Source: an optimization exercise on an open RTL-to-GDS flow (aim: small area, a short achievable clock period and few clock cycles per item). Production flows keep margins and buffers that such runs may drop.
Only simulation tests tie the RTL to the original design; equivalence was not proved.

// modular_exponentiation
module modular_exponentiation
#(
   parameter int MODULUS_BITS  = 32,
   parameter int EXPONENT_BITS = 64
) (
   input  logic                      clock,
   input  logic                      reset,
   input  logic                      req_tvalid,
   output logic                      req_tready,
   input  logic [REQ_DATA_WIDTH-1:0] req_tdata,    
   output logic                      rsp_tvalid,
   input  logic                      rsp_tready,
   output logic [RESULT_WIDTH-1:0]   rsp_tdata,    
   input  logic                      csr_psel,
   input  logic                      csr_penable,
   input  logic                      csr_pwrite,
   input  logic [CSR_ADDR_WIDTH-1:0] csr_paddr,
   input  logic [CSR_DATA_WIDTH-1:0] csr_pwdata,
   output logic [CSR_DATA_WIDTH-1:0] csr_prdata,
   output logic                      csr_pready
);
   logic [2:0]               state_ff, state_in;
   logic [1:0]               op_ff, op_in;
   logic [31:0]              modulus_ff, modulus_in;
   logic [31:0]              m_ff, m_in;            
   logic [4:0]               sh_ff, sh_in;          
   logic [32:0]              x_ff, x_in;            
   logic [32:0]              r_ff, r_in;            
   logic [DW-1:0]            sv_ff, sv_in;          
   logic [DW-1:0]            cv_ff, cv_in;
   logic [EXPONENT_BITS-1:0] e_ff, e_in;
   logic [4:0]               cnt_ff, cnt_in;        
   logic                     first_ff, first_in;    
   logic                     pend_ff, pend_in;      
   logic                     one_ff, one_in;        
   logic                     bool_ff, bool_in;      
   logic                     zero_ff, zero_in;      
   logic                     dm_hi_ff, dm_lo_ff;    
   logic                     dr_hi_ff, dr_lo_ff;    
   logic                     init_red_ff;           
   logic                     init_neg_ff;           
   logic                     rsp_tvalid_ff, rsp_tvalid_in;
  ...
clock: 10.0 ns
lec_check: 0
cap_margin: 20
core_margin: 2
core_utilization: 40
setup_slack_margin: 5
slew_margin: 20
tns_end_percent: 5
run.sh (not shown) runs the stock make flow with config.mk's settings and CLKGATE_MAP_FILE= SYNTH_SCRIPT=/design/flow/synth_recipe.tcl, a recipe that flattens the netlist after the stock synthesis.
Testbench counts at the start, summed over its fixed seeds: cycles 110,475, items 128.
Edit:
--- a/flow/config.mk
+++ b/flow/config.mk
@@ -10,3 +10,3 @@
 export CORE_UTILIZATION = 40
-export SETUP_SLACK_MARGIN = 5
+export SETUP_SLACK_MARGIN = 4.0
 export SLEW_MARGIN = 20
Result: Via count stays flat. Final area decreases by 2.2%. Clock skew decreases by 0.0077 ns.

modular_exponentiation again, from the RTL that the note above started with.
export LEC_CHECK = 0
export CAP_MARGIN = 20
export CORE_MARGIN = 2
export CORE_UTILIZATION = 40
export PLACE_DENSITY = 0.7
export SETUP_SLACK_MARGIN = 4.5
export SLEW_MARGIN = 20
export TNS_END_PERCENT = 5
create_clock -name core_clock -period 10.0 [get_ports {clock}]
Testbench counts at the start, summed over its fixed seeds: cycles 110,475, items 128.
Then changed:
--- a/flow/config.mk
+++ b/flow/config.mk
@@ -10,5 +10,3 @@
 export CORE_UTILIZATION = 40
-export PLACE_DENSITY = 0.7
 export SETUP_SLACK_MARGIN = 4.5
 export SLEW_MARGIN = 20
-export TNS_END_PERCENT = 5
The changed run passed the timing, DRC and antenna checks.
Die area stays the same.
Global-route usage increases by 2.1 points.
First-iteration DRC count drops by 14%.
Routed wire length went up by 5.9%.
Count of clock-buffer cells in the layout is higher by 2.
Worst hold slack is about the same.
Via count hardly moves.
Sequential cell count stays the same.

before:
modular_exponentiation again, from the RTL that the note above started with.
Settings: LEC_CHECK=0, CAP_MARGIN=20, CORE_MARGIN=2, CORE_UTILIZATION=40, SETUP_SLACK_MARGIN=4.5, SLEW_MARGIN=20, TNS_END_PERCENT=5; clock period 10.0 ns.
No stage failed in before, and the final checks on the layout all came back clean.
Testbench counts of before, summed over its fixed seeds: cycles 110,475, items 128.
Inputs modified between before and after:
# before
export LEC_CHECK = 0
export CAP_MARGIN = 20
export CORE_MARGIN = 2
export CORE_UTILIZATION = 40
export SETUP_SLACK_MARGIN = 4.5
export SLEW_MARGIN = 20
export TNS_END_PERCENT = 5
create_clock -name core_clock -period 10.0 [get_ports {clock}]
# after
export LEC_CHECK = 0
export CAP_MARGIN = 20
export CORE_MARGIN = 2
export CORE_UTILIZATION = 40
export SETUP_SLACK_MARGIN = 4.75
export SLEW_MARGIN = 20
export TNS_END_PERCENT = 2
create_clock -name core_clock -period 10.0 [get_ports {clock}]
Findings:
after: all stages complete, timing, DRC and antenna checks passed. Share of the clock period used by the worst path after layout of before is on par with after. Final worst hold slack (lower): before. Per-cell via count in the routed design ended up 0.019 lower on after than on before. Final wirelength: before vs after, no meaningful difference.

port drivers added, routing unchanged:
No port has a modelled driver above. Below, the same layouts with a new extraction and two added sets of constraints. Step 1, drivers: a clkbuf_16 drives clock and a buf_2 each remaining input, both assumed. Step 2 also shifts input and output timing later by t, the mid clock arrival at the registers, as if the neighbouring blocks saw the same clock. a / b / c = ideal ports / drivers / drivers and shift; a / b = the first two.
run | t, ns | setup slack, ns | hold slack, ns | latest minus earliest clock arrival (ns)
the first run of note 1 | 0.627 | 4.060 / 4.060 / 4.060 | 0.481 / 0.481 / 0.481 | 0.037 / 0.036
the second run of note 1 | 0.619 | 3.860 / 3.860 / 3.860 | 0.489 / 0.489 / 0.489 | 0.029 / 0.029
the first run of note 2 | 0.641 | 3.913 / 3.913 / 3.418 | 0.479 / 0.479 / 0.479 | 0.033 / 0.033
the second run of note 2 | 0.627 | 3.987 / 3.987 / 3.987 | 0.478 / 0.478 / 0.478 | 0.010 / 0.010
before | 0.626 | 4.051 / 4.051 / 3.649 | 0.480 / 0.480 / 0.480 | 0.037 / 0.036
after | 0.623 | 4.051 / 4.051 / 3.611 | 0.484 / 0.484 / 0.484 | 0.036 / 0.036
After both steps setup and hold are still met in every run listed. For the first run of note 2, which loses most, drivers alone change the setup slack by 0.000 ns; drivers and shift together by -0.495 ns.
